This design comes from an exercise in tuning for small area and a short achievable clock period on the open sky130 flow, not from production work. The RTL was checked by simulation tests, not by an equivalence proof against the original design.

Setup of try-umber:
==> flow/design.v (excerpt) <==
module calc_op_master #(
  parameter int WIDTH   = 32,
  parameter int TIMEOUT = 64,
  parameter int CNT_W   = 16
) (
  input  logic             clk,
  input  logic             rst,
  input  logic             cmd_valid,
  output logic             cmd_ready,
  input  logic [1:0]       cmd_op,
  input  logic [WIDTH-1:0] cmd_a,
  input  logic [WIDTH-1:0] cmd_b,
  output logic [1:0]       calc_ctrl,
  output logic [WIDTH-1:0] calc_a,
  output logic [WIDTH-1:0] calc_b,
  output logic             calc_din_valid,
  input  logic             calc_stall_out,
  output logic             calc_stall_in,
  input  logic [WIDTH-1:0] calc_out,
  input  logic             calc_dout_valid,
  output logic             res_valid,
  input  logic             res_ready,
  output logic [WIDTH-1:0] res_data,
  output logic [1:0]       res_op,
  output logic             res_err,
  output logic             res_dz,
  output logic             res_timeout,
  output logic [CNT_W-1:0] op_cnt,
  output logic [CNT_W-1:0] err_cnt
);
  localparam logic [1:0] IDLE = 2'd0, ISSUE = 2'd1, WAIT_RES = 2'd2, REPORT = 2'd3;
  localparam logic [5:0] TIMER_LAST = 6'(TIMEOUT - 1);
  localparam logic [CNT_W-1:0] CNT_MAX = '1;
  logic [1:0] state_reg;
  logic [5:0] timer_reg;
  assign cmd_ready     = (state_reg == IDLE);
  assign calc_stall_in = (state_reg == WAIT_RES);
  wire        is_div = (calc_ctrl == 2'd3);
  wire        dz     = is_div && (calc_b == '0);
  wire [31:0] mx     = is_div ? calc_out : calc_a;
  wire rs1 = calc_b[0] ^ 1'b0 ^ 1'b0;
  wire rc2 = (calc_b[0] & 1'b0) | (calc_b[0] & 1'b0) | (1'b0 & 1'b0);
  wire rs3, rc4;
  calc_op_master_fa u_rs3 (.a(calc_b[1]), .b(calc_b[0]), .c(rc2), .s(rs3), .co(rc4));
  wire rs5, rc6;
  calc_op_master_fa u_rs5 (.a(calc_b[2]), .b(calc_b[1]), .c(rc4), .s(rs5), .co(rc6));
  wire rs7, rc8;
  calc_op_master_fa u_rs7 (.a(calc_b[3]), .b(calc_b[2]), .c(rc6), .s(rs7), .co(rc8));
  wire rs9, rc10;
  ...
For scale: roughly 2600 cells after synthesis, ~240 I/O pins.
Settings: LEC_CHECK=0, ABC_AREA=1, CAP_MARGIN=20, CORE_MARGIN=2, CORE_UTILIZATION=40, SLEW_MARGIN=20, SYNTH_HIERARCHICAL=1, SYNTH_MINIMUM_KEEP_SIZE=0; clock period 100.0 ns.
standard.sh (not shown) runs the stock make flow with config.mk's settings and CLKGATE_MAP_FILE= SYNTH_SCRIPT=/design/flow/synth_recipe.tcl, a recipe that flattens the netlist after the stock synthesis.
==> flow/flow/run.sh <==
#!/bin/bash
# The standard layout (standard.sh) with two changes in effort, none in constraints:
# - the ports are buffered by the smallest plain buffer (buf_1) instead of the delay buffer
#   buffer_ports picks by default;
# - the floorplan step's timing repair (gate sizing only) aims for extra setup slack
#   (SETUP_SLACK_MARGIN), so that it strengthens the weak drivers on the calc_out-to-res_err
#   paths, which otherwise meet the 100 ns clock untouched. The later steps run as standard.
set -euo pipefail
bash standard.sh 'BUFFER_PORTS_ARGS=-buffer_cell sky130_fd_sc_hd__buf_1' \
  SETUP_SLACK_MARGIN=76 floorplan > standard_flow_floorplan.log 2>&1
bash standard.sh 'BUFFER_PORTS_ARGS=-buffer_cell sky130_fd_sc_hd__buf_1' \
  finish > standard_flow.log 2>&1
The following lists how try-indigo was set up differently from try-umber:
==> flow/flow/run.sh <==
#!/bin/bash
# The standard layout (standard.sh), with the ports buffered by the smallest plain buffer
# (buf_1) instead of the delay buffer buffer_ports picks by default.
set -euo pipefail
bash standard.sh 'BUFFER_PORTS_ARGS=-buffer_cell sky130_fd_sc_hd__buf_1' finish > standard_flow.log 2>&1
[summary]
The worst hold slack of try-umber and that of try-indigo are within noise of each other. In the tables for try-umber and try-indigo, cell count along the critical path reads higher with try-umber. Cmp try-indigo vs try-umber: worst path arrival time higher in try-indigo. Reported for try-umber and try-indigo, number of buffers created by CTS turned out identical to the last digit. Measured against each other, try-umber and try-indigo differ in wire length, the higher figure coming from try-indigo. Comparing try-umber against try-indigo, there is no change at all in H-tree depth.
[inputs] try-amber vs try-indigo
==> flow/run.sh (new file) <==
#!/bin/bash
# synth_recipe.tcl (not shown) runs the flow's synth.tcl, then flattens the netlist and writes it again
# the make line also repeats each setting of config.mk as NAME=value (left out here)
make -C /OpenROAD-flow-scripts/flow DESIGN_CONFIG=/design/flow/config.mk WORK_HOME=/design/flow/orfs CLKGATE_MAP_FILE= SYNTH_SCRIPT=/design/flow/synth_recipe.tcl finish
removed: flow/flow/run.sh
removed: flow/standard.sh
[summary]
The worst-margin pin slew in try-amber sits 0.078 ns above the value recorded for try-indigo.
Net count reported at finish: try-amber vs try-indigo — no meaningful difference
[compare] base=try-indigo new=try-amber: number of vias after detailed routing saw a decrease, highest achievable clock rate saw a decrease, half-perimeter wire length after placement saw an increase, count of buffering cells on the critical path with inverters included saw an increase, smallest setup slack after layout saw a decrease.
Non-clock buffer count (try-amber vs. try-indigo) increases slightly
Number of library cell types mapped by synthesis came out exactly the same in try-amber and try-indigo.
Post-placement cell count: try-amber vs try-indigo, no meaningful difference
## Diff of input files: try-tundra against try-amber
==> flow/flow/run.sh (new file) <==
#!/bin/bash
# The standard layout (standard.sh) with two changes in effort, none in constraints:
# - the ports are buffered by the smallest plain buffer (buf_1) instead of the delay buffer
#   buffer_ports picks by default;
# - the timing repair steps aim for extra setup slack (SETUP_SLACK_MARGIN), so that they
#   shorten the calc_out-to-res_err paths, which otherwise meet the 100 ns clock untouched.
set -euo pipefail
bash standard.sh 'BUFFER_PORTS_ARGS=-buffer_cell sky130_fd_sc_hd__buf_1' \
  SETUP_SLACK_MARGIN=75 finish > standard_flow.log 2>&1
==> flow/standard.sh (new file) <==
#!/bin/bash
# synth_recipe.tcl (not shown) runs the flow's synth.tcl, then flattens the netlist and writes it again
# the make line also repeats each setting of config.mk as NAME=value (left out here)
make -C /OpenROAD-flow-scripts/flow DESIGN_CONFIG=/design/flow/config.mk WORK_HOME=/design/flow/orfs CLKGATE_MAP_FILE= SYNTH_SCRIPT=/design/flow/synth_recipe.tcl "${@:-finish}"
removed: flow/run.sh
### Flow results
try-tundra ended up with sky130_fd_sc_hd__fa_2 as its worst-path cell with the longest stage delay; try-amber ended up with sky130_fd_sc_hd__o311ai_0. Final instance area: try-tundra vs try-amber down 0.34%. For the global-route usage, try-tundra came in 0.64 points lower than try-amber did. try-tundra against try-amber: pin count of the biggest net entering global routing picked up an extra about 6.5%, layout filler cell count increased 100. For try-amber, the first element of the critical path was calc_out[1], unlike try-tundra, where it was calc_out[3]. Delta (try-tundra minus try-amber): global-route wire length before repair fell 1.2%, number of global-route vias before repair rose 0.35%.

-- what the ideal ports hide --
No port has a modelled driver above. Below, the same layouts with a new extraction and two added sets of constraints.
Step 1 sets driving cells, clkbuf_16 on the clock port and buf_2 on the other inputs (assumed; they add their load-dependent delay and slew).
Step 2 times the ports against the registers' clock, not the clock port: input delays grow and output delays shrink by t, the midpoint of the rising clock arrivals with the driver on.
Three values: no drivers, after step 1, after step 2; two values: the first two.
| run | t (ns) | slack for setup (ns) | hold slack, ns |
|---|---|---|---|
| try-umber | 0.546 | 73.138 / 73.164 / 72.618 | 0.462 / 0.462 / 0.462 |
| try-indigo | 0.548 | 72.718 / 72.759 / 72.211 | 0.464 / 0.464 / 0.464 |
| try-amber | 0.564 | 72.388 / 72.408 / 71.845 | 0.462 / 0.462 / 0.462 |
| try-tundra | 0.554 | 74.290 / 74.315 / 73.760 | 0.462 / 0.462 / 0.462 |
After both steps setup and hold are still met in every run listed. For try-amber, which loses most, drivers alone change the setup slack by +0.020 ns; drivers and shift together by -0.543 ns.
